Context: an optimization exercise on an open-source flow, tuned for small area. The choices shown serve that exercise and are no tape-out recipe. Function was checked by simulation only, so behaviour that the tests miss may differ from the original. Power and IR drop assume default switching activity.

$ cat design/flow/config.mk
export PLATFORM = sky130hd
export DESIGN_NAME = ir_stage
export DESIGN_NICKNAME = ir_stage
export VERILOG_FILES = /design/flow/design.v
export SDC_FILE = /design/flow/constraint.sdc
export NUM_CORES = 4
export LEC_CHECK = 0
export CAP_MARGIN = 20
export CORE_AREA = 2 2 318 88
export DIE_AREA = 0 0 320 90
export PLACE_DENSITY = 0.6
export SLEW_MARGIN = 20
$ cat design/flow/constraint.sdc
create_clock -name core_clock -period 5.0 [get_ports {clk_i}]
set_input_delay 1.0000 -clock core_clock [delete_from_list [all_inputs] [get_ports {clk_i}]]
set_output_delay 1.0000 -clock core_clock [all_outputs]
set_load 0.01 [all_outputs]
$ cat design/flow/design.v
package ir_pkg;
  typedef logic [32-1:0]   xlen_t;
  typedef logic [32-1:0]   pc_t;
  typedef logic [31:0]           instr_t;
  typedef logic [5-1:0] reg_addr_t;
  typedef logic [2-1:0]  lane_mask_t;
  typedef enum logic [2:0] {
    OP_REG     = 3'd0,
    OP_IMM     = 3'd1,
    OP_LOAD    = 3'd2,
    OP_STORE   = 3'd3,
    OP_BRANCH  = 3'd4,
    OP_LUI     = 3'd5,
    OP_JAL     = 3'd6,
    OP_ILLEGAL = 3'd7
  } op_class_e;
  localparam int unsigned ir_slot_w = 32 + 32;
  localparam int unsigned ir_dec_w  = 32 + 3 * 5 + 1 + 3;
endpackage
`timescale 1ns/100ps
module ir_field_decoder (
  input  ir_pkg::instr_t    instr_i,
  output ir_pkg::reg_addr_t rs1_o,
  output ir_pkg::reg_addr_t rs2_o,
  output ir_pkg::reg_addr_t rd_o,
  output logic              rd_we_o,
  output ir_pkg::op_class_e op_class_o
);
  logic use_rs1;
  logic use_rs2;
  logic use_rd;
  always_comb begin
    use_rs1    = 1'b0;
    use_rs2    = 1'b0;
    use_rd     = 1'b0;
    op_class_o = ir_pkg::OP_ILLEGAL;
    case (instr_i[6:0])
      7'b0110011: begin
        op_class_o = ir_pkg::OP_REG;
        use_rs1    = 1'b1;
        use_rs2    = 1'b1;
        use_rd     = 1'b1;
      end
      7'b0010011: begin
        op_class_o = ir_pkg::OP_IMM;
        use_rs1    = 1'b1;
        use_rd     = 1'b1;
      end
      7'b0000011: begin
        op_class_o = ir_pkg::OP_LOAD;
        use_rs1    = 1'b1;
        use_rd     = 1'b1;
      end
      7'b0100011: begin
        op_class_o = ir_pkg::OP_STORE;
        use_rs1    = 1'b1;
        use_rs2    = 1'b1;
      end
      7'b1100011: begin
        op_class_o = ir_pkg::OP_BRANCH;
        use_rs1    = 1'b1;
        use_rs2    = 1'b1;
      end
      7'b0110111: begin
        op_class_o = ir_pkg::OP_LUI;
        use_rd     = 1'b1;
      end
      7'b1101111: begin
        op_class_o = ir_pkg::OP_JAL;
        use_rd     = 1'b1;
      end
      default: begin
        op_class_o = ir_pkg::OP_ILLEGAL;
      end
    endcase
  end
  assign rs1_o   = use_rs1 ? instr_i[19:15] : '0;
  assign rs2_o   = use_rs2 ? instr_i[24:20] : '0;
  assign rd_o    = use_rd ? instr_i[11:7] : '0;
  assign rd_we_o = use_rd & (|instr_i[11:7]);
endmodule
`timescale 1ns/100ps
module ir_stage (
  input  logic               clk_i,
  input  logic               rst_ni,
  input  logic               ir_flush_i,
  input  ir_pkg::lane_mask_t us_valid_i,
  input  ir_pkg::pc_t        us_pc0_i,
  input  ir_pkg::pc_t        us_pc1_i,
  input  ir_pkg::instr_t     us_instr0_i,
  input  ir_pkg::instr_t     us_instr1_i,
  output ir_pkg::lane_mask_t ir_rdy_o,
  output ir_pkg::reg_addr_t  rf_raddr_p0_0_o,
  output ir_pkg::reg_addr_t  rf_raddr_p0_1_o,
  output ir_pkg::reg_addr_t  rf_raddr_p1_0_o,
  output ir_pkg::reg_addr_t  rf_raddr_p1_1_o,
  input  ir_pkg::xlen_t      rf_rdata_p0_0_i,
  input  ir_pkg::xlen_t      rf_rdata_p0_1_i,
  input  ir_pkg::xlen_t      rf_rdata_p1_0_i,
  input  ir_pkg::xlen_t      rf_rdata_p1_1_i,
  input  ir_pkg::reg_addr_t  rf_waddr0_i,
  input  ir_pkg::xlen_t      rf_wdata0_i,
  input  logic               rf_we0_i,
  input  ir_pkg::reg_addr_t  rf_waddr1_i,
  input  ir_pkg::xlen_t      rf_wdata1_i,
  input  logic               rf_we1_i,
  input  ir_pkg::reg_addr_t  rf_waddr2_i,
  input  ir_pkg::xlen_t      rf_wdata2_i,
  input  logic               rf_we2_i,
  input  ir_pkg::lane_mask_t ds_rdy_i,
  output ir_pkg::lane_mask_t ir_valid_o,
  output logic               ira_is0_o,
  output ir_pkg::pc_t        ira_pc_o,
  output ir_pkg::reg_addr_t  ira_rs1_o,
  output ir_pkg::reg_addr_t  ira_rs2_o,
  output ir_pkg::reg_addr_t  ira_rd_o,
  output logic               ira_rd_we_o,
  output ir_pkg::op_class_e  ira_class_o,
  output ir_pkg::pc_t        irb_pc_o,
  output ir_pkg::reg_addr_t  irb_rs1_o,
  output ir_pkg::reg_addr_t  irb_rs2_o,
  output ir_pkg::reg_addr_t  irb_rd_o,
  output logic               irb_rd_we_o,
  output ir_pkg::op_class_e  irb_class_o,
  output ir_pkg::xlen_t      ira_op0_o,
  output ir_pkg::xlen_t      ira_op1_o,
  output ir_pkg::xlen_t      irb_op0_o,
  output ir_pkg::xlen_t      irb_op1_o
);
  localparam int unsigned DW = ir_pkg::ir_dec_w - 1;   
  ir_pkg::reg_addr_t rs1_0, rs2_0, rd_0, rs1_1, rs2_1, rd_1;
  ir_pkg::op_class_e class_0, class_1;
  logic [DW-1:0]     in0, in1;
  logic [DW-1:0]     f_q [2];    
  logic [DW-1:0]     o_q [2];    
  logic [1:0]        fv_q;       
  logic [1:0]        ov_q;       
  logic              fwp_q;      
  logic              mp_q;       
  logic              orp_q;      
  logic [1:0]        acc, take, acc_e, take_e, move_e;
  ir_field_decoder u_dec0 (
    .instr_i    (us_instr0_i),
    .rs1_o      (rs1_0),
    .rs2_o      (rs2_0),
    .rd_o       (rd_0),
    .rd_we_o    (),
    .op_class_o (class_0)
  );
  ir_field_decoder u_dec1 (
    .instr_i    (us_instr1_i),
    .rs1_o      (rs1_1),
    .rs2_o      (rs2_1),
    .rd_o       (rd_1),
    .rd_we_o    (),
    .op_class_o (class_1)
  );
  assign in0 = {us_pc0_i, rs1_0, rs2_0, rd_0, class_0};
  assign in1 = {us_pc1_i, rs1_1, rs2_1, rd_1, class_1};
  assign ir_rdy_o   = {~|fv_q, ~&fv_q};
  assign ir_valid_o = {&ov_q, |ov_q};
  assign ira_is0_o  = ~orp_q;
  assign acc  = us_valid_i & ir_rdy_o;
  assign take = ds_rdy_i & ir_valid_o;
  assign acc_e[0]  = fwp_q ? acc[1] : acc[0];
  assign acc_e[1]  = fwp_q ? acc[0] : acc[1];
  assign take_e[0] = orp_q ? take[1] : take[0];
  assign take_e[1] = orp_q ? take[0] : take[1];
  assign move_e    = fv_q & ~ov_q;
  always_ff @(posedge clk_i or negedge rst_ni) begin
    if (!rst_ni) begin
      fv_q  <= 2'b00;
      ov_q  <= 2'b00;
      fwp_q <= 1'b0;
      mp_q  <= 1'b0;
      orp_q <= 1'b0;
    end else if (ir_flush_i) begin
      fv_q  <= 2'b00;
      ov_q  <= 2'b00;
      fwp_q <= 1'b0;
      mp_q  <= 1'b0;
      orp_q <= 1'b0;
    end else begin
      fv_q  <= (fv_q & ~move_e) | acc_e;
      ov_q  <= (ov_q & ~take_e) | move_e;
      fwp_q <= fwp_q ^ acc[0] ^ acc[1];
      mp_q  <= mp_q ^ move_e[0] ^ move_e[1];
      orp_q <= orp_q ^ take[0] ^ take[1];
    end
  end
  logic [1:0] fv_d, kp_q, ld0_q, ld1_q;
  logic       fwp_d;
  assign fv_d  = ir_flush_i ? 2'b00 : (fv_q & ~move_e) | acc_e;
  assign fwp_d = ~ir_flush_i & (fwp_q ^ acc[0] ^ acc[1]);
  always_ff @(posedge clk_i or negedge rst_ni) begin
    if (!rst_ni) begin
      kp_q  <= 2'b00;
      ld0_q <= 2'b01;
      ld1_q <= 2'b10;
    end else begin
      kp_q  <= fv_d;
      ld0_q <= ~fv_d & {fwp_d, ~fwp_d};
      ld1_q <= ~fv_d & {~fwp_d, fwp_d};
    end
  end
  always_ff @(posedge clk_i) begin
    for (int e = 0; e < 2; e++) begin
      f_q[e] <= ({DW{ld0_q[e]}} & in0) | ({DW{ld1_q[e]}} & in1) | ({DW{kp_q[e]}} & f_q[e]);
    end
    if (!ov_q[0]) o_q[0] <= f_q[0];
    if (!ov_q[1]) o_q[1] <= f_q[1];
  end
  assign {ira_pc_o, ira_rs1_o, ira_rs2_o, ira_rd_o, ira_class_o} = o_q[0];
  assign {irb_pc_o, irb_rs1_o, irb_rs2_o, irb_rd_o, irb_class_o} = o_q[1];
  assign ira_rd_we_o = |ira_rd_o;
  assign irb_rd_we_o = |irb_rd_o;
  logic [9:0] f_old, f_sec, p0, p1;
  assign f_old = mp_q ? {f_q[1][DW-33 -: 10]} : {f_q[0][DW-33 -: 10]};
  assign f_sec = mp_q ? {f_q[0][DW-33 -: 10]} : {f_q[1][DW-33 -: 10]};
  assign p0    = &ov_q ? {ira_rs1_o, ira_rs2_o} : f_old;
  assign p1    = ~|ov_q ? f_sec : (ov_q[1] ? {irb_rs1_o, irb_rs2_o} : {ira_rs1_o, ira_rs2_o});
  assign {rf_raddr_p0_0_o, rf_raddr_p0_1_o} = p0;
  assign {rf_raddr_p1_0_o, rf_raddr_p1_1_o} = p1;
  assign ira_op0_o = ov_q[1] ? rf_rdata_p0_0_i : rf_rdata_p1_0_i;
  assign ira_op1_o = ov_q[1] ? rf_rdata_p0_1_i : rf_rdata_p1_1_i;
  assign irb_op0_o = rf_rdata_p1_0_i;
  assign irb_op1_o = rf_rdata_p1_1_i;
endmodule
$ cat design/flow/run.sh
#!/bin/bash
# synth_recipe.tcl (not shown) runs the flow's synth.tcl, then flattens the netlist and writes it again
# the make line also repeats each setting of config.mk as NAME=value (left out here)
make -C /OpenROAD-flow-scripts/flow DESIGN_CONFIG=/design/flow/config.mk WORK_HOME=/design/flow/orfs CLKGATE_MAP_FILE= SYNTH_SCRIPT=/design/flow/synth_recipe.tcl finish
==> metrics.md, run 1 <==
| Metric | Value |
|---|---|
| Main flop type after synthesis | `edfxtp_1` |
| Row Count | `31` |
| Root buffer cell | `clkbuf_16` |
| DIE WIDTH | `around 320 um` |
| Synth Area in Compound Gates | `14.4%` |
| Setup tns final | `0 ns` |
| CP endpoint kind | `primary output` |
| Syn. warnings | `4` |
| Final setup vio count | `0` |
| Synthesized instance count | `811` |
| Cell Area, Synth | `approximately 9300 um^2` |
| Fillers | `roughly 2300` |
| Largest cells by area after synthesis | `edfxtp_1 (32%), dfxtp_1 (22%), a222oi_1 (8.0%), mux2_2 (7.8%), buf_4 (5.2%)` |
| Total gr overflow | `0` |
| Post-layout net count | `between 1500 and 2000` |
| Synth unique cells | `a little over 50` |
| H-tree depth | `1` |
| Final Hold Vio Count | `0` |
| Setup Skew | `approximately 0.013 ns` |
| Maximum number of pins on one net before global-route repair | `59` |
| Skew-Pair Late Insertion Delay | `approximately 0.50 ns` |
| Die Ht | `about 90 um` |
| Die Area | `28800 um^2` |
| Pre-antenna DRT Iters | `6` |
| Pleak | `about 5.7 nW` |
| Max cap viols | `0` |
| CP Launch Point | `ov_q[0]` |
| Vias in the first global route | `between 8000 and 9000` |
| Mux contribution to synthesized area | `around a tenth` |
| Routed via count | `about 8100` |
| Reg area | `5290 um^2` |
| Post-CTS Setup Repair Bufs | `0` |
| Part of the cycle the worst path needs | `between 70% and 80%` |
| WL per Instance | `around 22 um` |
| ANT nets after route | `0` |
| All-Layer GR Usage | `a little under a quarter` |
| Footprint of the multi-input gates | `just under 3000 um^2` |
| Cell taking the most area after synthesis | `edfxtp_1` |
| Worst-Margin Slew | `1.01 ns` |
| CTS resizes | `0` |
| VDD IR max | `about 0.00021 V` |
| Post-Syn Area per Cell | `~11 um^2` |
| CTS buffer count | `19` |
| WHS | `0.425 ns` |
| Synth Area in Simple Gates | `7.46%` |
| Max transition margin | `about a third` |
| Yosys top cell area share | `~32%` |
| Startpoint types | `flop` |
| Post-Synth XOR/XNOR Area | `less than 1%` |
| Initial antenna violation count | `2` |
| Longest Clk Path Bufs | `3` |
| Syn Nets | `around 1200` |
| RR Startpoint | `ld1_q[1]` |
| Crit path DAT | `about 2.7 ns` |
| Crit-path max FO | `21` |
| Post-DP HPWL | `approximately 26000 um` |
| Power per Cell Area | `approximately 430 nW/um^2` |
| Port Buf Inserts | `497` |
| Core area | `about 27000 um^2` |
| Layout area overhead | `58.8%` |
| Pins Over Slew Limit | `0` |
| Post-synth ARST share | `5.21%` |
| Worst Hold Launch | `f_q[1][5]` |
| RSZ-0062 raised after global routing | `no` |
| CTS Hold Bufs | `0` |
| Vias per cell | `5.07` |
| CP Class | `flop to primary output` |
| Post-synthesis sequential area ratio | `57.0%` |
| Clk sink count | `211` |
| Status | `timing/DRC/antenna clean` |
| First-pass GRT wire length | `around 52000 um` |
| TritonCTS clock tree | `yes` |
| Drt total wl | `34900 um` |
| Initial Util | `approximately a third` |
| DRC | `0` |
| Synth Area in Adders | `0%` |
| Tightest Hold Check Type | `flop to flop` |
| Share of layout cells above drive strength 1 | `around a tenth` |
| Largest family of logic cells by synthesized area | `compound AO/OA/AOI/OAI gates` |
| Placer Congestion | `~0.84` |
| I/O Pins | `between 600 and 700` |
| Seq cells post-synth | `211` |
| Final worst path period need | `approximately 3.7 ns` |
| Worst Path Required | `about 4 ns` |
| EDFF count, synth | `100` |
| Clk pin slew, worst setup/hold paths | `0.07 ns` |
| Initial DRC count | `~920` |
| Fmax | `272 MHz` |
## Yosys cell counts (all sizes together) (3+ instances only)
| master | count |
|---|---|
| a222oi | 74 |
| dfrtp | 9 |
| edfxtp | 100 |
| nand3b | 5 |
| a32oi | 10 |
| nand3 | 3 |
| xor2 | 3 |
| nor2 | 19 |
| clkbuf | 47 |
| nor3 | 13 |
| a221o | 4 |
| o21ai | 28 |
| dfxtp | 100 |
| inv | 86 |
| nor3b | 4 |
| o221ai | 10 |
| or3b | 5 |
| buf | 71 |
| a21oi | 21 |
| nand2b | 9 |
| nand2 | 75 |
| mux2i | 20 |
| mux2 | 64 |
## per-stage QoR
| step | total power [mW] | utilization (%) | setup slack [ns] | std cells | cell area [um^2] |
|---|---|---|---|---|---|
| global placement | 4.86 | 53.1 | 1.77 | 1566 | 14100 |
| detailed placement | 4.90 | 53.1 | 1.77 | 1566 | 14100 |
| floorplan | 3.59 | - | 1.76 | 811 | 9270 |
| CTS | 6.36 | 55.3 | 1.28 | 1600 | 14700 |
| global route | 6.61 | 55.3 | 1.05 | 1601 | 14700 |
| finish | 6.30 | 55.3 | 1.33 | 1601 | 14700 |
## state kept, by name (all words and copies together) (netlist names)
register	flops
f_q	100
fv_q	2
fwp_q	1
ld0_q	2
ld1_q	2
mp_q	1
o_q	100
orp_q	1
ov_q	2
## metal layers
layer	routed length, um	vias up	track usage, %
met5	0	-	0
met4	522	0	3.83
met3	2070	40	4.10
met2	16300	295	37.8
met1	16000	3992	33.3
li1	-	3783	-
## critical path, cell delays in order (launching register included)
cell and delay, ns:
dfrtp_1 0.62, buf_4 0.31, inv_2 0.05, nor2_1 0.10
buf_4 0.25, nand2_1 0.07, o21ai_0 0.14, clkdlybuf4s50_1 0.63
## cell families after synthesis
logic type,count (synthesis)
and+or+nand+nor,145
xor gates and xnor gates,4
muxes,84
buffers and inverters,204
DFF,211
AOI/OAI and AO/OA,163
## layout by cell type, fill, tap and decap left out, types with 19 or more instances in the layout
master | Yosys | routed
mux2i_1 | 20 | 20
nand2_1 | 75 | 75
inv_1 | 86 | 84
clkbuf_16 | 0 | 20
edfxtp_1 | 100 | 100
nor2_1 | 19 | 19
mux2_2 | 64 | 64
a21oi_1 | 21 | 21
clkdlybuf4s50_1 | 0 | 497
a222oi_1 | 74 | 74
dfxtp_1 | 100 | 100
o21ai_0 | 27 | 27
## report_power, final
group / internal (mW) / switching [mW]
logic: 1.15 / 0.973
clock network: 0.792 / 0.655
registers: 2.42 / 0.311
total: 4.36 / 1.94
## layout make-up
type / count / area share [%]
Antenna cell: 1 / 0.0170
Clock buffer: 23 / 3.47
Clock inverter: 11 / 0.629
Inverter: 86 / 2.19
Multi-Input combinational cell: 396 / 20.2
Sequential cell: 211 / 35.9
Tap cell: 363 / 3.08
Timing Repair Buffer: 510 / 34.4
## worst paths after layout
kind	endpoint	slack (ns)	cells after the start
max in group asynchronous	ov_q[1]	3.68	1
min	o_q[1][5]	0.42	0
max reg2reg	f_q[1][8]	2.62	5
max	rf_raddr_p0_1_o[4]	1.33	7
min reg2reg	o_q[1][5]	0.42	0
min in group asynchronous	mp_q	0.88	1
==> run 2, diff against run 1 <==
--- a/design/flow/config.mk
+++ b/design/flow/config.mk
@@ -8,4 +8,5 @@
 export CAP_MARGIN = 20
 export CORE_AREA = 2 2 318 88
+export CTS_BUF_LIST = sky130_fd_sc_hd__clkbuf_4 sky130_fd_sc_hd__clkbuf_8
 export DIE_AREA = 0 0 320 90
 export PLACE_DENSITY = 0.6
==> run 2 against run 1 <==
Net effect: critical path depth did not move; clock skew rose by 0.0075 ns; count of clock-buffer cells in the layout rose by 18; combinational power barely moved; wire length rose by 1.4%; first-iteration DRC count rose by 8.3%; worst hold slack got worse by 0.0016 ns; core utilization barely moved; sequential share of layout area barely moved; design area barely moved; critical path type unchanged; critical endpoint unchanged; highest routed layer unchanged.
==> metrics.md, run 2 <==
| Metric | Value |
|---|---|
| EDFF count, synth | `100` |
| Syn Nets | `roughly 1200` |
| Total gr overflow | `0` |
| Dpl cells | `roughly 1600` |
| Status | `timing/DRC/antenna clean` |
| I/O Pins | `632` |
| Area after DPL | `roughly 14000 um^2` |
| DIE WIDTH | `roughly 320 um` |
| Tightest Hold Check Type | `flop to flop` |
| Vias in the first global route | `just over 8000` |
| Share of layout cells above drive strength 1 | `between 10% and 20%` |
| Skew-Pair Late Insertion Delay | `~0.57 ns` |
| Die Ht | `~90 um` |
| All-Layer GR Usage | `a little under a quarter` |
| Pleak | `5.76 nW` |
| Slowest cell on the critical path | `dfrtp_1` |
| Setup tns final | `0 ns` |
| Synthesized instance count | `~800` |
| Cell Area, Synth | `a little over 9000 um^2` |
| CTS buffer count | `27` |
| CTS Hold Bufs | `0` |
| Longest Clk Path Bufs | `3` |
| Worst Path Required | `about 4.0 ns` |
| Buf/Inv on CP | `4` |
| Yosys top cell area share | `about 32%` |
| Worst path cell trace | `buf_4 > inv_2 > nor2_1 > buf_4 > nand2_1 > o21ai_0 > clkdlybuf4s50_1` |
| Vias per cell | `between 5 and 6` |
| CTS resizes | `0` |
| Startpoint types | `flop` |
| Commonest non-fill, non-tap cell in the layout | `clkdlybuf4s50_1` |
| ANT nets after route | `0` |
| Setup Skew | `between 0.02 and 0.025 ns` |
| Synth unique cells | `between 50 and 60` |
| Placer Congestion | `about 0.84` |
| RSZ-0062 raised after global routing | `no` |
| Top flop regs | `f_q: 100 flops, o_q: 100 flops` |
| Maximum number of pins on one net before global-route repair | `approximately 60` |
| Initial DRC count | `approximately 990` |
| Post-DP HPWL | `26200 um` |
| Main flop type after synthesis | `edfxtp_1` |
| Die Area | `~29000 um^2` |
| Cell taking the most area after synthesis | `edfxtp_1` |
| Post-layout net count | `roughly 1600` |
| Pre-antenna DRT Iters | `8` |
| Row Count | `31` |
| Final setup vio count | `0` |
| Initial antenna violation count | `3` |
| Final worst path period need | `~3.8 ns` |
| Layout area overhead | `58.9%` |
| Post-synth top cells | `dfxtp_1 (100), edfxtp_1 (100), inv_1 (86)` |
| Most common cell on crit path | `buf_4` |
| Initial Util | `a little over a third` |
| Post-synth ARST share | `~5.2%` |
| Max transition margin | `32.6%` |
| Pins Over Slew Limit | `0` |
| Power per Cell Area | `about 430 nW/um^2` |
| Clk sink count | `around 210` |
| Cell area after layout | `~15000 um^2` |
| Routed via count | `8181` |
| Core area | `about 27000 um^2` |
| Max cap viols | `0` |
| Crit path DAT | `about 2.8 ns` |
| Drt total wl | `between 30000 and 40000 um` |
| TritonCTS clock tree | `yes` |
| Clk pin slew, worst setup/hold paths | `roughly 0.08 ns` |
| Post-CTS Setup Repair Bufs | `0` |
| Fmax | `266 MHz` |
| Worst-Margin Slew | `between 1 and 1.5 ns` |
| CP max stage delay | `between 0.6 and 0.7 ns` |
| Port Buf Inserts | `497` |
| Cell family with the largest share of critical-path delay | `buffers and inverters` |
| VDD IR max | `a little over 0.0002 V` |
| Commonest cells after routing, fill and taps aside | `clkdlybuf4s50_1 (497), dfxtp_1 (100), edfxtp_1 (100)` |
| DRC | `0` |
| Final Hold Vio Count | `0` |
| Post-Syn Area per Cell | `11.4 um^2` |
| First-pass GRT wire length | `roughly 52000 um` |
| CP Class | `flop to primary output` |
| Seq cells post-synth | `211` |
| H-tree depth | `1` |
| CP endpoint kind | `primary output` |
| WL per Instance | `between 20 and 25 um` |
| Largest cells by area after synthesis | `edfxtp_1 (32%), dfxtp_1 (22%), a222oi_1 (8.0%), mux2_2 (7.8%), buf_4 (5.2%)` |
| Crit-path max FO | `21` |
| Syn. warnings | `4` |
| Part of the cycle the worst path needs | `75.1%` |
| Final Non-Filler Cells | `about 1600` |
| Post-synthesis sequential area ratio | `about 57%` |
| Root buffer cell | `clkbuf_8` |
-- run 2: metal layers --
layer | part of all wire (%) | global-route usage (%)
met1 | 46 | 33.7
met2 | 47 | 37.9
met3 | 6.2 | 3.72
met4 | 1.3 | 4.85
met5 | 0 | 0
-- run 2: layout make-up --
class / instances / area, um^2
diodes: 3 / 7.51
clock buffers: 41 / 508
clock inverters: 9 / 97.6
fillers: 2316 / 11900
inverters: 86 / 323
multi-input cells: 396 / 2980
flip-flops and latches: 211 / 5290
well taps: 363 / 454
repair buffers: 510 / 5070
-- run 2: final timing paths --
| path | from | endpoint | slack (ns) | depth (start not counted) |
|---|---|---|---|---|
| setup / recovery | ov_q[0] | rf_raddr_p0_1_o[4] | 1.24 | 7 |
| hold / removal | f_q[0][37] | o_q[0][37] | 0.42 | 0 |
| setup reg to reg | ld1_q[1] | f_q[1][8] | 2.59 | 5 |
| hold reg to reg | f_q[0][37] | o_q[0][37] | 0.42 | 0 |
| max in group asynchronous | rst_ni | ov_q[1] | 3.71 | 1 |
| min in group asynchronous | rst_ni | mp_q | 0.83 | 1 |
-- run 2: where the power goes --
| group | switching [mW] | leakage, nW | internal (mW) | total [mW] |
|---|---|---|---|---|
| clock | 0.668 | 0.323 | 0.757 | 1.42 |
| sequential | 0.313 | 2.05 | 2.42 | 2.73 |
| combinational | 0.979 | 3.39 | 1.15 | 2.13 |
| total | 1.96 | 5.76 | 4.33 | 6.29 |
-- run 2: kinds of logic (layout without fill, tap and decap cells) --
kind of cell,Yosys count,count (layout),synth area share (%)
buffers and inverters,204,646,10.9
flip-flops,211,211,57.0
XOR/XNOR,4,4,0.378
AND/OR/NAND/NOR,145,145,7.46
AO/OA/AOI/OAI,163,163,14.4
other,0,3,0
multiplexers,84,84,9.93
-- run 2: through the flow --
stage	hold slack (ns)	utilization [%]	total power, mW	worst slack, ns
6_report	0.423	55.4	6.29	1.24
5_1_grt	0.428	55.4	6.58	0.986
4_1_cts	0.422	55.3	6.33	1.22
3_5_place_dp	0.416	53.1	4.90	1.77
3_3_place_gp	0.408	53.1	4.86	1.77
2_1_floorplan	0.401	-	3.59	1.76
==> run 3, diff against run 2 <==
==> design/flow/flow/run.sh (new file) <==
#!/bin/bash
# The standard layout, with the port buffers buffer_ports inserts taken
# as sky130_fd_sc_hd__buf_1 instead of the cell it picks by default.
set -euo pipefail
export BUFFER_PORTS_ARGS="-buffer_cell sky130_fd_sc_hd__buf_1"
bash standard.sh > standard.log 2>&1
==> design/flow/standard.sh (new file) <==
#!/bin/bash
# synth_recipe.tcl (not shown) runs the flow's synth.tcl, then flattens the netlist and writes it again
# the make line also repeats each setting of config.mk as NAME=value (left out here)
make -C /OpenROAD-flow-scripts/flow DESIGN_CONFIG=/design/flow/config.mk WORK_HOME=/design/flow/orfs CLKGATE_MAP_FILE= SYNTH_SCRIPT=/design/flow/synth_recipe.tcl "${@:-finish}"
--- a/design/flow/config.mk
+++ b/design/flow/config.mk
@@ -8,5 +8,4 @@
 export CAP_MARGIN = 20
 export CORE_AREA = 2 2 318 88
-export CTS_BUF_LIST = sky130_fd_sc_hd__clkbuf_4 sky130_fd_sc_hd__clkbuf_8
 export DIE_AREA = 0 0 320 90
 export PLACE_DENSITY = 0.6
removed: design/flow/run.sh
==> run 3 against run 2 <==
Net effect: register-to-register slack improved by 0.09 ns; via count fell by 1.6%; non-clock buffer count is 2 lower; clock power barely moved; sequential share of layout area rose by 9.7 points; sequential power about the same; combinational power fell by 33%; design area fell by 21%; fmax is 9.8% higher; die area unchanged; critical path type unchanged; largest power group unchanged.
==> metrics.md, run 3 <==
| Metric | Value |
|---|---|
| Slack of the critical path | `approximately 1.6 ns` |
| Met3 GRT Util | `3.49%` |
| Main flop type after synthesis | `edfxtp_1` |
| Pleak | `about 4.4 nW` |
| Fmax | `about 290 MHz` |
| Final Hold Vio Count | `0` |
| Syn. warnings | `4` |
| DIE WIDTH | `roughly 320 um` |
| Pins Over Slew Limit | `0` |
| Max transition margin | `about two fifths` |
| Status | `timing/DRC/antenna clean` |
| Layout area overhead | `25.2%` |
| Worst-Margin Slew | `roughly 0.90 ns` |
| Startpoint types | `flop` |
| CP endpoint kind | `primary output` |
| CTS buffer count | `19` |
| Initial antenna violation count | `4` |
| Initial DRC count | `~900` |
| Synthesized instance count | `a little over 800` |
| Synth unique cells | `a little over 50` |
| Final setup vio count | `0` |
| Share of layout cells above drive strength 1 | `approximately 9.6%` |
| Crit path DAT | `2.42 ns` |
| Syn Nets | `roughly 1200` |
| Die Ht | `roughly 90 um` |
| Cell Area, Synth | `9270 um^2` |
| Placer Congestion | `about 0.85` |
| Routed via count | `between 8000 and 9000` |
| Total gr overflow | `0` |
| EDFF count, synth | `100` |
| Initial Util | `between 30% and 40%` |
| Tightest Hold Check Type | `flop to flop` |
| Setup tns final | `0 ns` |
| WL per Instance | `around 19 um` |
| CTS resizes | `0` |
| Clk pin slew, worst setup/hold paths | `0.07 ns` |
| I/O Pins | `approximately 630` |
| Final worst path period need | `around 3.4 ns` |
| CP Class | `flop to primary output` |
| Die Area | `~29000 um^2` |
| Drt total wl | `roughly 30000 um` |
| RSZ-0062 raised after global routing | `no` |
| Max cap viols | `0` |
| Pre-antenna DRT Iters | `10` |
| Worst slack, placed | `~2.1 ns` |
| Seq cells post-synth | `211` |
| Worst Path Required | `around 4.0 ns` |
| Commonest non-fill, non-tap cell in the layout | `buf_1` |
| Maximum number of pins on one net before global-route repair | `53` |
| CTS Hold Bufs | `0` |
| Setup Skew | `approximately 0.015 ns` |
| First-pass GRT wire length | `43900 um` |
| CP Launch Point | `ov_q[1]` |
| Core area | `26600 um^2` |
| Clk sink count | `between 200 and 250` |
| Top flop regs | `f_q: 100 flops, o_q: 100 flops` |
| Vias per cell | `just over 5` |
| VDD IR max | `~0.00022 V` |
| Skew-Pair Late Insertion Delay | `about 0.49 ns` |
| Final Non-Filler Cells | `between 1500 and 2000` |
| Root buffer cell | `clkbuf_16` |
| Met1 usage | `25.2%` |
| Power per Cell Area | `about 480 nW/um^2` |
| Area after DPL | `11000 um^2` |
| Part of the cycle the worst path needs | `68.4%` |
| Longest Clk Path Bufs | `3` |
| Crit-path max FO | `47` |
| Port Buf Inserts | `approximately 500` |
| Vias in the first global route | `a little under 8000` |
| Yosys top cell area share | `~32%` |
| Commonest cells after routing, fill and taps aside | `buf_1 (497), dfxtp_1 (100), edfxtp_1 (100)` |
| Post-synthesis sequential area ratio | `about 57%` |
| H-tree depth | `1` |
| Cell taking the most area after synthesis | `edfxtp_1` |
| Post-DP HPWL | `21800 um` |
| Worst Hold Launch | `f_q[1][23]` |
| Post-layout net count | `approximately 1600` |
| TritonCTS clock tree | `yes` |
| Post-synth top cells | `dfxtp_1 (100), edfxtp_1 (100), inv_1 (86)` |
| RR Startpoint | `fv_q[0]` |
| Post-synth ARST share | `under 10%` |
| Fillers | `about 2600` |
| Dpl cells | `1564` |
| ANT nets after route | `0` |
| Post-CTS Setup Repair Bufs | `0` |
| Row Count | `31` |
| Tot Pwr | `approximately 5.6 mW` |
| GR Util met2 | `between 30% and 40%` |
| DRC | `0` |
| Largest cells by area after synthesis | `edfxtp_1 (32%), dfxtp_1 (22%), a222oi_1 (8.0%), mux2_2 (7.8%), buf_4 (5.2%)` |
| Post-Syn Area per Cell | `11.4 um^2` |
| Gr busiest metal | `met2` |
| WHS | `slightly above 0.4 ns` |
| Core Util, Final | `about 44%` |
| All-Layer GR Usage | `just under 20%` |
| Cell area after layout | `roughly 12000 um^2` |
[run 3: cell count changes in the layout (fill, tap and decap cells not counted), moves of 2 or more]
cell / change
buf_1: +497
clkbuf_8: -29
clkinv_2: -5
clkdlybuf4s50_1: -497
clkbuf_16: +19
buf_4: -2
clkbuf_1: +6
clkbuf_4: -9
[run 3: metal layers]
metal	share of wire, %	wire length, um	vias up
li1	-	-	3775
met1	43	12900	3917
met2	49	14700	326
met3	6.7	2000	36
met4	1.7	500	0
met5	0	0	-
[run 3: report_power, final]
group          switching, mW  internal [mW]  total [mW]  leakage [nW]
clock                  0.636          0.806        1.44         0.293
sequential             0.333           2.42        2.75          2.05
combinational          0.879          0.538        1.42          2.05
[run 3: kinds of logic after synthesis]
logic type / synth area share [%]
compound gates: 14.4
mux: 9.93
buf+inv: 10.9
xor+xnor: 0.378
simple gates: 7.46
flops: 57.0
[run 3: cell type report]
cell class / count / area [um^2] / share of cell area [%]
Sequential cell: 211 / 5290 / 45.6
Antenna cell: 4 / 10.0 / 0.0862
Tap cell: 363 / 454 / 3.91
Clock inverter: 5 / 63.8 / 0.550
Multi-Input combinational cell: 396 / 2980 / 25.7
Clock buffer: 28 / 539 / 4.64
Timing Repair Buffer: 508 / 1950 / 16.8
Inverter: 86 / 323 / 2.78
[run 3: worst paths after layout]
| kind | slack (ns) | cells past startpoint | endpoint |
|---|---|---|---|
| worst max-delay path | 1.58 | 3 | ira_op0_o[9] |
| worst min-delay path | 0.42 | 0 | o_q[1][23] |
| worst max register to register | 2.68 | 5 | ld1_q[0] |
| worst min register to register | 0.42 | 0 | o_q[1][23] |
| max in group asynchronous | 3.96 | 1 | ov_q[1] |
| min in group asynchronous | 0.52 | 1 | ld1_q[0] |
[run 3: worst max-delay path, cell delays in order (launching register included)]
cell,delay (ns)
dfrtp_4,0.76
buf_4,0.59
mux2_2,0.44
buf_1,0.14
==> run 4, diff against run 3 <==
--- a/design/flow/design.v
+++ b/design/flow/design.v
@@ -204,10 +204,20 @@
     end
   end
+  logic [1:0] ov_d, ofree_q;
+  assign ov_d = ir_flush_i ? 2'b00 : (ov_q & ~take_e) | move_e;
+  always_ff @(posedge clk_i or negedge rst_ni) begin
+    if (!rst_ni) begin
+      ofree_q <= 2'b11;
+    end else begin
+      ofree_q <= ~ov_d;
+    end
+  end
   always_ff @(posedge clk_i) begin
     for (int e = 0; e < 2; e++) begin
       f_q[e] <= ({DW{ld0_q[e]}} & in0) | ({DW{ld1_q[e]}} & in1) | ({DW{kp_q[e]}} & f_q[e]);
     end
-    if (!ov_q[0]) o_q[0] <= f_q[0];
-    if (!ov_q[1]) o_q[1] <= f_q[1];
+    for (int e = 0; e < 2; e++) begin
+      o_q[e] <= ({DW{ofree_q[e]}} & f_q[e]) | ({DW{ov_q[e]}} & o_q[e]);
+    end
   end
   assign {ira_pc_o, ira_rs1_o, ira_rs2_o, ira_rd_o, ira_class_o} = o_q[0];
@@ -222,6 +232,6 @@
   assign {rf_raddr_p0_0_o, rf_raddr_p0_1_o} = p0;
   assign {rf_raddr_p1_0_o, rf_raddr_p1_1_o} = p1;
-  assign ira_op0_o = ov_q[1] ? rf_rdata_p0_0_i : rf_rdata_p1_0_i;
-  assign ira_op1_o = ov_q[1] ? rf_rdata_p0_1_i : rf_rdata_p1_1_i;
+  assign ira_op0_o = ({32{ov_q[1]}} & rf_rdata_p0_0_i) | ({32{ofree_q[1]}} & rf_rdata_p1_0_i);
+  assign ira_op1_o = ({32{ov_q[1]}} & rf_rdata_p0_1_i) | ({32{ofree_q[1]}} & rf_rdata_p1_1_i);
   assign irb_op0_o = rf_rdata_p1_0_i;
   assign irb_op1_o = rf_rdata_p1_1_i;
--- a/design/flow/flow/run.sh
+++ b/design/flow/flow/run.sh
@@ -4,3 +4,4 @@
 set -euo pipefail
 export BUFFER_PORTS_ARGS="-buffer_cell sky130_fd_sc_hd__buf_1"
+export CTS_ARGS="-sink_clustering_enable -repair_clock_nets -dont_use_dummy_load"
 bash standard.sh > standard.log 2>&1
==> run 4 against run 3 <==
Net effect: critical endpoint is now rf_raddr_p0_0_o[1]; largest power group unchanged; count of clock-buffer cells in the layout down 10; design area down 2.9%; area after synthesis down 1.3%.
==> metrics.md, run 4 <==
| Metric | Value |
|---|---|
| Post-DP HPWL | `roughly 26000 um` |
| Final Non-Filler Cells | `~1700` |
| WL per Instance | `between 20 and 25 um` |
| Initial antenna violation count | `16` |
| CP Launch Point | `ov_q[1]` |
| Startpoint types | `flop` |
| Worst reg2reg path depth | `5` |
| Post-synth top cells | `dfxtp_1 (200), a22o_1 (154), inv_1 (92)` |
| Met3 GRT Util | `between 4 and 5%` |
| Pleak | `roughly 4.6 nW` |
| Max cap viols | `0` |
| Power per Cell Area | `between 500 and 600 nW/um^2` |
| Status | `timing/DRC/antenna clean` |
| Clk pin slew, worst setup/hold paths | `roughly 0.06 ns` |
| H-tree depth | `1` |
| Total gr overflow | `0` |
| Post-synthesis sequential area ratio | `a little under half` |
| Placer Congestion | `0.899` |
| Worst setup path endpoint | `rf_raddr_p0_0_o[1]` |
| Synth unique cells | `49` |
| Vias per cell | `5.40` |
| Tot Pwr | `roughly 5.9 mW` |
| RR Startpoint | `ov_q[1]` |
| Final Hold Vio Count | `0` |
| Main flop type after synthesis | `dfxtp_1` |
| ANT nets after route | `0` |
| Core area | `around 27000 um^2` |
| Post-layout net count | `1715` |
| Die Ht | `about 90 um` |
| VDD IR max | `slightly above 0.0002 V` |
| Cell taking the most area after synthesis | `dfxtp_1` |
| Crit path DAT | `roughly 2.7 ns` |
| Initial Util | `around a third` |
| Setup tns final | `0 ns` |
| Top flop regs | `f_q: 100 flops, o_q: 100 flops` |
| Most common cell in the netlist | `dfxtp_1` |
| Commonest non-fill, non-tap cell in the layout | `buf_1` |
| Root buffer cell | `clkbuf_16` |
| Port Buf Inserts | `a little under 500` |
| Post-CTS Setup Repair Bufs | `0` |
| CTS resizes | `0` |
| Final worst path period need | `between 3 and 4 ns` |
| Worst Path Required | `around 4 ns` |
| R2R Setup Slk | `about 2.5 ns` |
| Syn Nets | `between 1000 and 1500` |
| Seq cells post-synth | `213` |
| Drt total wl | `between 30000 and 40000 um` |
| Fmax | `approximately 270 MHz` |
| Post-Syn Area per Cell | `around 9.6 um^2` |
| Initial DRC count | `859` |
| Pins Over Slew Limit | `0` |
| Yosys top cell area share | `a little over two fifths` |
| Cell Area, Synth | `~9000 um^2` |
| CP Class | `flop to primary output` |
| Layout area overhead | `23.1%` |
| Part of the cycle the worst path needs | `between 70 and 80%` |
| DIE WIDTH | `320 um` |
| Dpl cells | `around 1700` |
| CTS buffer count | `18` |
| CP endpoint kind | `primary output` |
| Post-synth ARST share | `under 10%` |
| DRC | `0` |
| Syn. warnings | `4` |
| Skew-Pair Late Insertion Delay | `~0.51 ns` |
| CTS Hold Bufs | `0` |
| Share of layout cells above drive strength 1 | `between 3 and 4%` |
| Area after DPL | `10800 um^2` |
| Vias in the first global route | `about 8600` |
| WHS | `0.469 ns` |
| Largest cells by area after synthesis | `dfxtp_1 (44%), a22o_1 (15%), a222oi_1 (8.1%), buf_4 (5.2%), inv_1 (3.8%)` |
| Commonest cells after routing, fill and taps aside | `buf_1 (497), dfxtp_1 (200), a22o_1 (154)` |
| Setup Skew | `a little over 0.06 ns` |
| Worst-Margin Slew | `1.02 ns` |
| Max transition margin | `between 30% and 40%` |
| Met1 usage | `between 20 and 30%` |
| RSZ-0062 raised after global routing | `no` |
| Maximum number of pins on one net before global-route repair | `93` |
| Gr busiest metal | `met2` |
| Final setup vio count | `0` |
| I/O Pins | `632` |
| Die Area | `28800 um^2` |
| All-Layer GR Usage | `about 23%` |
| Reg2Reg Capture Point | `ld1_q[1]` |
| Tightest Hold Check Type | `flop to flop` |
| Routed via count | `around 9300` |
| Clk sink count | `around 210` |
| First-pass GRT wire length | `50900 um` |
| Pre-antenna DRT Iters | `9` |
| GR Util met2 | `around two fifths` |
| EDFF count, synth | `0` |
| Longest Clk Path Bufs | `3` |
| Synthesized instance count | `approximately 960` |
| TritonCTS clock tree | `yes` |
| Row Count | `31` |
| Crit-path max FO | `88` |
| Cell area after layout | `around 11000 um^2` |
[run 4: cell count changes in the layout (fill, tap and decap cells not counted), sizes merged, moves of 3 or more]
cell,previous run,this run
a22o,0,154
diode,4,15
inv,86,92
mux2,64,0
clkinv,4,0
edfxtp,100,0
dfxtp,100,200
and2,2,5
nand2,75,90
clkbuf,28,18
[run 4: metal layers]
layer,up-vias,part of all wire (%)
met5,-,0.034
met4,2,3.3
met3,69,6.7
met2,387,49
met1,4532,41
li1,4262,-
[run 4: layout make-up]
| type | instances | area [um^2] |
|---|---|---|
| Tap cell | 363 | 454 |
| Sequential cell | 213 | 4350 |
| Fill cell | 2630 | 15300 |
| Inverter | 92 | 345 |
| Antenna cell | 15 | 37.5 |
| Multi-Input combinational cell | 505 | 3690 |
| Clock buffer | 18 | 450 |
| Timing Repair Buffer | 508 | 1950 |
[run 4: worst min-delay path by stage]
| stage | start | end | slack [ns] | depth (start not counted) |
|---|---|---|---|---|
| CTS | o_q[1][10] | o_q[1][10] | 0.47 | 2 |
| floorplan | f_q[0][49] | f_q[0][49] | 0.43 | 2 |
| global route | o_q[0][46] | o_q[0][46] | 0.48 | 1 |
| global placement | o_q[1][10] | o_q[1][10] | 0.44 | 2 |
| detailed placement | o_q[0][24] | o_q[0][24] | 0.45 | 1 |
| finish | o_q[1][8] | o_q[1][8] | 0.47 | 2 |
[run 4: critical path, cell delays in order (launching register included)]
cell and delay [ns]:
dfrtp_4 1.03, and2_1 0.71, o21ai_0 0.25, buf_1 0.18
[run 4: stage by stage]
step           setup slack [ns]  util, %
6_report                   1.35     42.3
5_1_grt                    1.17     42.3
4_1_cts                    1.38     42.2
3_5_place_dp               1.91     40.5
3_3_place_gp               1.95     40.5
2_1_floorplan              2.56        -
[run 4: cells by family (layout without fill, tap and decap cells)]
| group | after synthesis | after routing | share of synthesized area, % |
|---|---|---|---|
| XOR/XNOR | 4 | 4 | 0.383 |
| other | 0 | 15 | 0 |
| buffers and inverters | 237 | 618 | 12.4 |
| AO/OA/AOI/OAI | 320 | 320 | 29.5 |
| AND/OR/NAND/NOR | 161 | 161 | 8.23 |
| flip-flops | 213 | 213 | 47.4 |
| multiplexers | 20 | 20 | 2.19 |
[run 4: power by group]
| group | internal, mW | switching (mW) | total (mW) |
|---|---|---|---|
| registers | 2.27 | 0.571 | 2.84 |
| clock network | 0.637 | 0.596 | 1.23 |
| logic | 0.815 | 1.00 | 1.82 |
==> run 5, diff against run 4 <==
==> design/flow/flow/run.sh (replaced) <==
#!/bin/bash
# The standard layout, with the port buffers buffer_ports inserts taken
# as sky130_fd_sc_hd__buf_1 instead of the cell it picks by default.
set -euo pipefail
export BUFFER_PORTS_ARGS="-buffer_cell sky130_fd_sc_hd__buf_1"
export CTS_ARGS="-sink_clustering_enable -repair_clock_nets -dont_use_dummy_load -sink_clustering_size 24 -sink_clustering_max_diameter 50"
bash standard.sh > standard.log 2>&1
==> run 5 against run 4 <==
Net effect: power is 3.5% lower; sequential power is essentially flat; first-iteration DRC count up 0.81%; via count is 0.39% higher; clock skew decreased by 0.024 ns; global-route usage fell by 0.10 points; sequential share of layout area up 0.42 points.
==> metrics.md, run 5 <==
| Metric | Value |
|---|---|
| Share of layout cells above drive strength 1 | `under 10%` |
| Final Hold Vio Count | `0` |
| Worst path cell trace | `and2_1 > o21ai_0 > buf_1` |
| Total gr overflow | `0` |
| Fillers | `roughly 2600` |
| Skew-Pair Late Insertion Delay | `approximately 0.48 ns` |
| RSZ-0062 raised after global routing | `no` |
| TritonCTS clock tree | `yes` |
| Main flop type after synthesis | `dfxtp_1` |
| Slack of the critical path | `around 1.4 ns` |
| Crit-path max FO | `between 80 and 90` |
| WHS | `0.474 ns` |
| Max transition margin | `a little under a third` |
| Worst reg2reg path depth | `5` |
| Pleak | `around 4.6 nW` |
| RR Startpoint | `ov_q[1]` |
| Buf/Inv on CP | `1` |
| Worst Hold Depth | `2` |
| Synth Area in Simple Gates | `8.23%` |
| Seq pwr share | `about half` |
| VDD IR max | `~0.00022 V` |
| Largest family of logic cells by synthesized area | `compound AO/OA/AOI/OAI gates` |
| Cell taking the most area after synthesis | `dfxtp_1` |
| Row Count | `31` |
| Yosys top cell area share | `43.7%` |
| Layout area overhead | `21.8%` |
| Initial DRC count | `866` |
| CTS Hold Bufs | `0` |
| Comb power frac | `between 30 and 40%` |
| All-Layer GR Usage | `between 20% and 30%` |
| Setup Skew | `between 0.03 and 0.04 ns` |
| Post-CTS Setup Repair Bufs | `0` |
| DIE WIDTH | `between 300 and 400 um` |
| Post-synth ARST share | `between 6 and 7%` |
| Core Util, Final | `around two fifths` |
| Seq cells post-synth | `213` |
| Final worst path period need | `3.62 ns` |
| Synth Area in Adders | `0%` |
| Post-layout net count | `between 1500 and 2000` |
| Most common cell in the netlist | `dfxtp_1` |
| Worst slack, placed | `1.91 ns` |
| Worst-Margin Slew | `between 1 and 1.5 ns` |
| Mux contribution to synthesized area | `under 10%` |
| Clock network power share | `~18%` |
| Fmax | `roughly 280 MHz` |
| Maximum number of pins on one net before global-route repair | `a little over 90` |
| Commonest cells after routing, fill and taps aside | `buf_1 (497), dfxtp_1 (200), a22o_1 (154)` |
| Cell Area, Synth | `~9200 um^2` |
| Longest Clk Path Bufs | `3` |
| Max cap viols | `0` |
| Port Buf Inserts | `497` |
| Crit path DAT | `approximately 2.6 ns` |
| Startpoint types | `flop` |
| Synthesized instance count | `955` |
| Slowest cell on the critical path | `dfrtp_4` |
| CP max stage delay | `between 1 and 1.5 ns` |
| Placer Congestion | `around 0.9` |
| Cell family with the largest share of critical-path delay | `flip-flops` |
| Clk sink count | `213` |
| Critical path depth | `3` |
| DRC | `0` |
| Tightest Hold Check Type | `flop to flop` |
| Post-synth top cells | `dfxtp_1 (200), a22o_1 (154), inv_1 (92)` |
| Reg2Reg Capture Point | `ld1_q[1]` |
| First-pass GRT wire length | `roughly 50000 um` |
| CP endpoint kind | `primary output` |
| Drt total wl | `around 35000 um` |
| Syn. warnings | `4` |
| Vias per cell | `around 5.4` |
| CP Launch Point | `ov_q[1]` |
| Setup tns final | `0 ns` |
| Synth unique cells | `49` |
| Largest cells by area after synthesis | `dfxtp_1 (44%), a22o_1 (15%), a222oi_1 (8.1%), buf_4 (5.2%), inv_1 (3.8%)` |
| Pre-antenna DRT Iters | `9` |
| H-tree depth | `1` |
| Vias in the first global route | `8481` |
| Top flop regs | `f_q: 100 flops, o_q: 100 flops` |
| ANT nets after route | `0` |
| CP Class | `flop to primary output` |
| Synth Area in Compound Gates | `between 20 and 30%` |
| Pint | `3.55 mW` |
| Root buffer cell | `clkbuf_16` |
| Worst Path Required | `about 4.0 ns` |
| Syn Nets | `1332` |
| Tot Pwr | `~5.7 mW` |
| Switching part of the total | `a little under two fifths` |
| Post-Syn Area per Cell | `9.58 um^2` |
| Core area | `approximately 27000 um^2` |
| Initial antenna violation count | `17` |
| Initial Util | `34.4%` |
| Die Ht | `~90 um` |
| WL per Instance | `roughly 21 um` |
| CTS buffer count | `13` |
| Commonest non-fill, non-tap cell in the layout | `buf_1` |
| Worst setup path endpoint | `rf_raddr_p0_0_o[1]` |
| CTS resizes | `0` |
| I/O Pins | `~630` |
| Part of the cycle the worst path needs | `roughly 72%` |
| R2R Setup Slk | `between 2 and 2.5 ns` |
| EDFF count, synth | `0` |
| Die Area | `28800 um^2` |
| Post-Synth XOR/XNOR Area | `less than 1%` |
| Routed via count | `about 9300` |
| Power per Cell Area | `around 510 nW/um^2` |
| Status | `timing/DRC/antenna clean` |
| Switching Power | `roughly 2.1 mW` |
| Final setup vio count | `0` |
| Clk pin slew, worst setup/hold paths | `roughly 0.08 ns` |
| Post-synthesis sequential area ratio | `between 40% and 50%` |
| Post-DP HPWL | `about 26000 um` |
| Pins Over Slew Limit | `0` |
## run 5: changes by cell type in the layout (fill, tap and decap cells not counted)
cell and change:
clkbuf_16 -5, diode_2 +1
## run 5: cell type report
| class | count | area [um^2] | share of cell area, % |
|---|---|---|---|
| tap | 363 | 454 | 4.07 |
| sequential | 213 | 4350 | 39.0 |
| antenna | 16 | 40.0 | 0.359 |
| inverter | 92 | 345 | 3.10 |
| clock buffer | 13 | 325 | 2.92 |
| timing repair buffer | 508 | 1950 | 17.5 |
| multi-input combinational | 505 | 3690 | 33.1 |
## run 5: per-stage QoR
step | std cells | area (um^2)
floorplan | 955 | 9150
global placement | 1681 | 10800
detailed placement | 1681 | 10800
CTS | 1694 | 11100
global route | 1710 | 11100
finish | 1710 | 11100
## run 5: worst min-delay path by stage
stage	from	slack, ns	to
detailed placement	o_q[0][24]	0.45	o_q[0][24]
CTS	o_q[1][10]	0.47	o_q[1][10]
global route	f_q[0][27]	0.48	o_q[0][27]
global placement	o_q[1][10]	0.44	o_q[1][10]
floorplan	f_q[0][49]	0.43	f_q[0][49]
finish	o_q[1][10]	0.47	o_q[1][10]
## run 5: logic make-up (layout without fill, tap and decap cells)
| logic type | after synthesis | in the layout |
|---|---|---|
| AO/OA/AOI/OAI | 320 | 320 |
| XOR/XNOR | 4 | 4 |
| buffers and inverters | 237 | 613 |
| flip-flops | 213 | 213 |
| multiplexers | 20 | 20 |
| other | 0 | 16 |
| AND/OR/NAND/NOR | 161 | 161 |
## run 5: worst min-delay path: stages (launching register included)
cell	delay [ns]
dfxtp_1	0.32
nand2_1	0.07
nand2_1	0.05
## run 5: metal layers
metal	track usage (%)	vias up	wire length [um]
met5	0	-	12
li1	-	4249	-
met4	9.82	2	1180
met2	38.7	394	17300
met1	27.9	4580	14500
met3	4.03	63	2240
## run 5: power by group through the flow
stage	Combinational [mW]	Sequential, mW	Clock (mW)
after floorplan	1.23	2.68	0
after global placement	1.78	2.83	0
after detailed placement	1.82	2.86	0
after CTS	1.83	2.82	1.05
after global routing	1.96	2.92	1.11
final	1.82	2.84	1.03
==> run 6, diff against run 5 <==
==> design/flow/flow/run.sh (replaced) <==
#!/bin/bash
# The standard layout, with the port buffers buffer_ports inserts taken
# as sky130_fd_sc_hd__buf_1 instead of the cell it picks by default.
set -euo pipefail
export BUFFER_PORTS_ARGS="-buffer_cell sky130_fd_sc_hd__buf_1"
export CTS_ARGS="-sink_clustering_enable -repair_clock_nets -dont_use_dummy_load -sink_clustering_size 30 -sink_clustering_max_diameter 60"
bash standard.sh > standard.log 2>&1
==> run 6 against run 5 <==
Net effect: cell count is 0.23% lower; first-iteration DRC count is 9.9% higher; area after synthesis did not move; largest cell class unchanged.
==> metrics.md, run 6 <==
| Metric | Value |
|---|---|
| Post-DP HPWL | `roughly 26000 um` |
| I/O Pins | `approximately 630` |
| Synthesized instance count | `between 900 and 1000` |
| CTS resizes | `0` |
| Worst Path Required | `around 4 ns` |
| Synth unique cells | `49` |
| Largest cells by area after synthesis | `dfxtp_1 (44%), a22o_1 (15%), a222oi_1 (8.1%), buf_4 (5.2%), inv_1 (3.8%)` |
| Setup tns final | `0 ns` |
| Row Count | `31` |
| Placer Congestion | `0.899` |
| Cell taking the most area after synthesis | `dfxtp_1` |
| Switching Power | `approximately 2.1 mW` |
| RSZ-0062 raised after global routing | `no` |
| Fillers | `between 2000 and 3000` |
| Syn Nets | `approximately 1300` |
| Clk pin slew, worst setup/hold paths | `~0.12 ns` |
| Post-layout net count | `1708` |
| CTS buffer count | `11` |
| WL per Instance | `20.5 um` |
| Crit path DAT | `2.61 ns` |
| Share of layout cells above drive strength 1 | `around 2.6%` |
| Post-synth top cells | `dfxtp_1 (200), a22o_1 (154), inv_1 (92)` |
| Max transition margin | `roughly a third` |
| Drt total wl | `approximately 35000 um` |
| Die Ht | `90 um` |
| Yosys top cell area share | `a little over two fifths` |
| Crit-path max FO | `46` |
| Switching part of the total | `about 38%` |
| Commonest cells after routing, fill and taps aside | `buf_1 (497), dfxtp_1 (200), a22o_1 (154)` |
| TritonCTS clock tree | `yes` |
| All-Layer GR Usage | `22.4%` |
| Pre-antenna DRT Iters | `9` |
| CP endpoint kind | `primary output` |
| DIE WIDTH | `between 300 and 400 um` |
| Total gr overflow | `0` |
| Post-synth ARST share | `approximately 6%` |
| Clk sink count | `between 200 and 250` |
| Comb power frac | `approximately a third` |
| Pins Over Slew Limit | `0` |
| CP Class | `flop to primary output` |
| Tightest Hold Check Type | `flop to flop` |
| Final setup vio count | `0` |
| Initial antenna violation count | `15` |
| Status | `timing/DRC/antenna clean` |
| H-tree depth | `1` |
| Final Non-Filler Cells | `around 1700` |
| Root buffer cell | `clkbuf_16` |
| Top flop regs | `f_q: 100 flops, o_q: 100 flops` |
| Pleak | `~4.6 nW` |
| First-pass GRT wire length | `approximately 50000 um` |
| Power per Cell Area | `505 nW/um^2` |
| Vias per cell | `5.42` |
| Footprint of the multi-input gates | `around 3700 um^2` |
| Clock network power share | `between 15 and 20%` |
| Post-Syn Area per Cell | `roughly 9.6 um^2` |
| Most common cell in the netlist | `dfxtp_1` |
| Initial DRC count | `around 950` |
| Initial Util | `between 30% and 40%` |
| Port Buf Inserts | `497` |
| Core Util, Final | `a little over two fifths` |
| VDD IR max | `~0.00020 V` |
| Max cap viols | `0` |
| Pint | `~3.5 mW` |
| CTS Hold Bufs | `0` |
| Post-CTS Setup Repair Bufs | `0` |
| Main flop type after synthesis | `dfxtp_1` |
| EDFF count, synth | `0` |
| Reg area | `roughly 4300 um^2` |
| ANT nets after route | `0` |
| Maximum number of pins on one net before global-route repair | `93` |
| Setup Skew | `~0.042 ns` |
| Core area | `approximately 27000 um^2` |
| Syn. warnings | `4` |
| Longest Clk Path Bufs | `3` |
| Final Hold Vio Count | `0` |
| Seq cells post-synth | `213` |
| Post-synthesis sequential area ratio | `a little under half` |
| Routed via count | `between 9000 and 10000` |
| Part of the cycle the worst path needs | `between 70% and 80%` |
| Cell Area, Synth | `~9000 um^2` |
| DRC | `0` |
| Skew-Pair Late Insertion Delay | `a little under 0.5 ns` |
| Layout area overhead | `21.2%` |
| Seq pwr share | `50.7%` |
| Startpoint types | `flop` |
| Die Area | `28800 um^2` |
| Vias in the first global route | `8402` |
| Fmax | `roughly 280 MHz` |
| Commonest non-fill, non-tap cell in the layout | `buf_1` |
| Final worst path period need | `~3.6 ns` |
| Worst-Margin Slew | `around 1.0 ns` |
| Dpl cells | `~1700` |
==> run 6: changes by cell type in the layout (fill, tap and decap cells not counted), sizes merged <==
cell    delta
clkbuf     -2
diode      -2
==> run 6: final cells by class <==
cell class	instances	area share, %
Inverter	92	3.11
Sequential cell	213	39.2
Timing Repair Buffer	508	17.6
Antenna cell	14	0.316
Clock buffer	11	2.48
Multi-Input combinational cell	505	33.2
Tap cell	363	4.10
==> run 6: path summary, 6_finish.rpt <==
kind | startpoint | slack, ns | endpoint | cells after the start
min in group asynchronous | rst_ni | 0.51 | mp_q | 1
hold reg to reg | f_q[0][22] | 0.46 | o_q[0][22] | 1
setup reg to reg | ov_q[1] | 2.44 | ld1_q[1] | 5
max in group asynchronous | rst_ni | 3.96 | ov_q[1] | 1
hold / removal | f_q[0][22] | 0.46 | o_q[0][22] | 1
setup / recovery | ov_q[0] | 1.39 | rf_raddr_p1_0_o[1] | 4
==> run 6: critical path, stage by stage (launching register included) <==
cell and delay (ns):
dfrtp_2 0.90, buf_4 0.60, a21oi_1 0.13, o21ai_0 0.23, buf_1 0.23
==> run 6: metal layers <==
| layer | GRT usage (%) | wire (um) | up-vias |
|---|---|---|---|
| met4 | 9.31 | 1090 | 2 |
| met5 | 0 | 12 | - |
| met2 | 38.8 | 17400 | 384 |
| met3 | 4.06 | 2090 | 64 |
| li1 | - | - | 4235 |
| met1 | 27.7 | 14500 | 4554 |
==> run 6: power groups by stage <==
stage / Clock (mW) / Sequential [mW] / Combinational [mW]
final: 0.944 / 2.84 / 1.82
after global routing: 1.03 / 2.91 / 1.96
after CTS: 0.964 / 2.82 / 1.83
after detailed placement: 0 / 2.86 / 1.82
after global placement: 0 / 2.83 / 1.78
after floorplan: 0 / 2.68 / 1.23
==> run 6: kinds of logic (layout without fill, tap and decap cells) <==
family | Yosys count | in the layout | synth area share, %
and+or+nand+nor | 161 | 161 | 8.23
DFF | 213 | 213 | 47.4
muxes | 20 | 20 | 2.19
other | 0 | 14 | 0
AOI/OAI and AO/OA | 320 | 320 | 29.5
buffers and inverters | 237 | 611 | 12.4
xor gates and xnor gates | 4 | 4 | 0.383
==> run 6: stage by stage <==
step                      hold slack (ns)  worst slack [ns]  total power, mW  area [um^2]
final                               0.457              1.39             5.60        11100
after floorplan                     0.435              2.56             3.91         9150
after global routing                0.471              1.17             5.91        11100
after CTS                           0.457              1.40             5.61        11100
after global placement              0.441              1.95             4.61        10800
after detailed placement            0.453              1.91             4.68        10800
==> run 7, diff against run 6 <==
==> design/flow/flow/run.sh (replaced) <==
#!/bin/bash
# The standard layout, with the port buffers buffer_ports inserts taken
# as sky130_fd_sc_hd__buf_1 instead of the cell it picks by default.
set -euo pipefail
export BUFFER_PORTS_ARGS="-buffer_cell sky130_fd_sc_hd__buf_1"
export CTS_ARGS="-sink_clustering_enable -repair_clock_nets -dont_use_dummy_load -buf_list sky130_fd_sc_hd__clkbuf_8 -root_buf sky130_fd_sc_hd__clkbuf_8 -sink_clustering_size 16 -sink_clustering_max_diameter 40"
bash standard.sh > standard.log 2>&1
==> run 7 against run 6 <==
Net effect: still clean; area after synthesis stayed put; via count is 0.91% higher; first-iteration DRC count is 5.7% lower; wire length is 0.39% higher; design area is 0.37% lower; clock power is 8.8% lower; non-clock buffer count stayed put; cell count is 0.35% higher; highest routed layer unchanged.
==> metrics.md, run 7 <==
| Metric | Value |
|---|---|
| Drt total wl | `between 30000 and 40000 um` |
| CTS resizes | `0` |
| Footprint of the multi-input gates | `roughly 3700 um^2` |
| Vias in the first global route | `around 8500` |
| Top flop regs | `f_q: 100 flops, o_q: 100 flops` |
| Post-synth ARST share | `under 10%` |
| All-Layer GR Usage | `a little under a quarter` |
| Post-DP HPWL | `roughly 26000 um` |
| Switching Power | `between 2 and 2.5 mW` |
| Vias per cell | `5.45` |
| EDFF count, synth | `0` |
| Worst Path Required | `about 4 ns` |
| Maximum number of pins on one net before global-route repair | `just over 90` |
| Tightest Hold Check Type | `flop to flop` |
| Startpoint types | `flop` |
| CTS Hold Bufs | `0` |
| Port Buf Inserts | `approximately 500` |
| Comb power frac | `approximately 33%` |
| Crit path DAT | `approximately 2.7 ns` |
| VDD IR max | `0.000176 V` |
| Post-layout net count | `roughly 1700` |
| Yosys top cell area share | `between 40% and 50%` |
| Pins Over Slew Limit | `0` |
| Core area | `between 20000 and 30000 um^2` |
| Met1 usage | `about 28%` |
| Switching part of the total | `38.6%` |
| DIE WIDTH | `approximately 320 um` |
| Most common cell in the netlist | `dfxtp_1` |
| Post-synth top cells | `dfxtp_1 (200), a22o_1 (154), inv_1 (92)` |
| Longest Clk Path Bufs | `3` |
| Syn Nets | `between 1000 and 1500` |
| Final worst path period need | `approximately 3.7 ns` |
| Post-CTS Setup Repair Bufs | `0` |
| Total gr overflow | `0` |
| Post-synthesis sequential area ratio | `a little under half` |
| Seq cells post-synth | `roughly 210` |
| Cell Area, Synth | `9150 um^2` |
| Synth unique cells | `49` |
| Crit-path max FO | `88` |
| Cell taking the most area after synthesis | `dfxtp_1` |
| Gr busiest metal | `met2` |
| Reg area | `4350 um^2` |
| Final setup vio count | `0` |
| Clk sink count | `213` |
| Die Ht | `approximately 90 um` |
| Largest cells by area after synthesis | `dfxtp_1 (44%), a22o_1 (15%), a222oi_1 (8.1%), buf_4 (5.2%), inv_1 (3.8%)` |
| Part of the cycle the worst path needs | `about three quarters` |
| CP endpoint kind | `primary output` |
| Main flop type after synthesis | `dfxtp_1` |
| Initial DRC count | `~900` |
| Commonest cells after routing, fill and taps aside | `buf_1 (497), dfxtp_1 (200), a22o_1 (154)` |
| Tot Pwr | `between 5 and 6 mW` |
| First-pass GRT wire length | `50800 um` |
| Share of layout cells above drive strength 1 | `3.07%` |
| Fmax | `around 270 MHz` |
| H-tree depth | `1` |
| Pleak | `4.55 nW` |
| Seq pwr share | `slightly above 50%` |
| I/O Pins | `~630` |
| Root buffer cell | `clkbuf_8` |
| TritonCTS clock tree | `yes` |
| Met3 GRT Util | `4.19%` |
| Pint | `3.39 mW` |
| CTS buffer count | `17` |
| Layout area overhead | `20.7%` |
| GR Util met2 | `between 30 and 40%` |
| Final Hold Vio Count | `0` |
| Die Area | `about 29000 um^2` |
| WL per Instance | `20.6 um` |
| Clock network power share | `15.6%` |
| Commonest non-fill, non-tap cell in the layout | `buf_1` |
| Power per Cell Area | `approximately 500 nW/um^2` |
| Synthesized instance count | `955` |
| Placer Congestion | `around 0.90` |
| Status | `timing/DRC/antenna clean` |
| RSZ-0062 raised after global routing | `no` |
| Clk pin slew, worst setup/hold paths | `~0.09 ns` |
| Setup tns final | `0 ns` |
| Post-Syn Area per Cell | `9.58 um^2` |
| Pre-antenna DRT Iters | `13` |
| ANT nets after route | `0` |
| Max cap viols | `0` |
| Max transition margin | `between 30% and 40%` |
| Fillers | `roughly 2600` |
| DRC | `0` |
| Initial antenna violation count | `15` |
| Setup Skew | `~0.064 ns` |
| Syn. warnings | `4` |
| CP Class | `flop to primary output` |
| Skew-Pair Late Insertion Delay | `about 0.55 ns` |
| Initial Util | `about a third` |
| Worst-Margin Slew | `roughly 1 ns` |
| Routed via count | `9323` |
| Row Count | `31` |
-- run 7: cell counts after synthesis --
Identical to the previous run, type by type.
-- run 7: worst paths after layout --
check                      cells after the start      start  slack (ns)                 end
setup / recovery                               3    ov_q[1]        1.35  rf_raddr_p0_0_o[1]
hold / removal                                 2  o_q[1][8]        0.48           o_q[1][8]
setup reg to reg                               5    ov_q[1]        2.43            ld1_q[1]
hold reg to reg                                2  o_q[1][8]        0.48           o_q[1][8]
max in group asynchronous                      1     rst_ni        3.97             ov_q[1]
min in group asynchronous                      1     rst_ni        0.51                mp_q
-- run 7: routing by layer --
metal	part of all wire (%)	vias up
met1	41	4597
met3	6.7	66
met4	3.4	2
met2	49	403
met5	0.034	-
li1	-	4255
-- run 7: power by group through the flow --
stage                     registers (mW)  clock network [mW]  logic, mW
after floorplan                     2.68                   0       1.23
after global placement              2.83                   0       1.78
after detailed placement            2.86                   0       1.82
after CTS                           2.82               0.884       1.83
after global routing                2.92               0.946       1.97
final                               2.84               0.861       1.82
-- run 7: cell families after synthesis --
logic type,count (synthesis),share of synthesized area (%)
flops,213,47.4
mux,20,2.19
buf+inv,237,12.4
xor+xnor,4,0.383
simple gates,161,8.23
compound gates,320,29.5
-- run 7: worst max-delay path: stages (launching register included) --
cell and delay (ns):
dfrtp_4 1.04, and2_1 0.69, o21ai_0 0.24, buf_1 0.17
-- run 7: layout make-up --
type	count	area share, %
Timing Repair Buffer	508	17.6
Tap cell	363	4.11
Multi-Input combinational cell	505	33.4
Sequential cell	213	39.3
Inverter	92	3.13
Antenna cell	14	0.317
Clock buffer	17	2.12
-- run 7: through the flow --
step	util, %	instance area (um^2)	std cells	hold slack, ns	worst slack [ns]
after floorplan	-	9150	955	0.435	2.56
after global placement	40.5	10800	1681	0.441	1.95
after detailed placement	40.5	10800	1681	0.453	1.91
after CTS	41.4	11000	1698	0.463	1.37
after global routing	41.5	11000	1712	0.492	1.13
final	41.5	11000	1712	0.476	1.35

[separate check: timing with driven ports]
Ports are ideal in the flow. The routed layouts listed here were re-timed in OpenROAD. Step 1 assumes that a clkbuf_16 drives the clock port and a buf_2 every other input. Step 2 also shifts input and output timing later by t, the mid clock arrival at the registers, as if the neighbouring blocks saw the same clock. Three values: no drivers, after step 1, after step 2; two values: the first two.
| run | t, ns | slack for setup (ns) | hold WS [ns] | latest minus earliest clock arrival (ns) | worst slew at a driven data input, ns |
|---|---|---|---|---|---|
| run 1 | 0.537 | 1.325 / 1.284 / 1.682 | 0.425 / 0.425 / 0.425 | 0.018 / 0.018 | 0.11 |
| run 2 | 0.596 | 1.244 / 1.204 / 1.687 | 0.423 / 0.423 / 0.423 | 0.025 / 0.024 | 0.12 |
| run 3 | 0.524 | 1.580 / 1.540 / 2.064 | 0.416 / 0.416 / 0.416 | 0.018 / 0.018 | 0.09 |
| run 4 | 0.530 | 1.346 / 1.300 / 1.829 | 0.469 / 0.469 / 0.469 | 0.062 / 0.063 | 0.11 |
| run 5 | 0.510 | 1.381 / 1.335 / 1.845 | 0.474 / 0.474 / 0.474 | 0.039 / 0.038 | 0.11 |
| run 6 | 0.510 | 1.386 / 1.341 / 1.852 | 0.457 / 0.457 / 0.457 | 0.043 / 0.043 | 0.11 |
| run 7 | 0.559 | 1.347 / 1.303 / 1.863 | 0.476 / 0.476 / 0.476 | 0.064 / 0.063 | 0.11 |
After both steps every run listed still meets setup and hold.
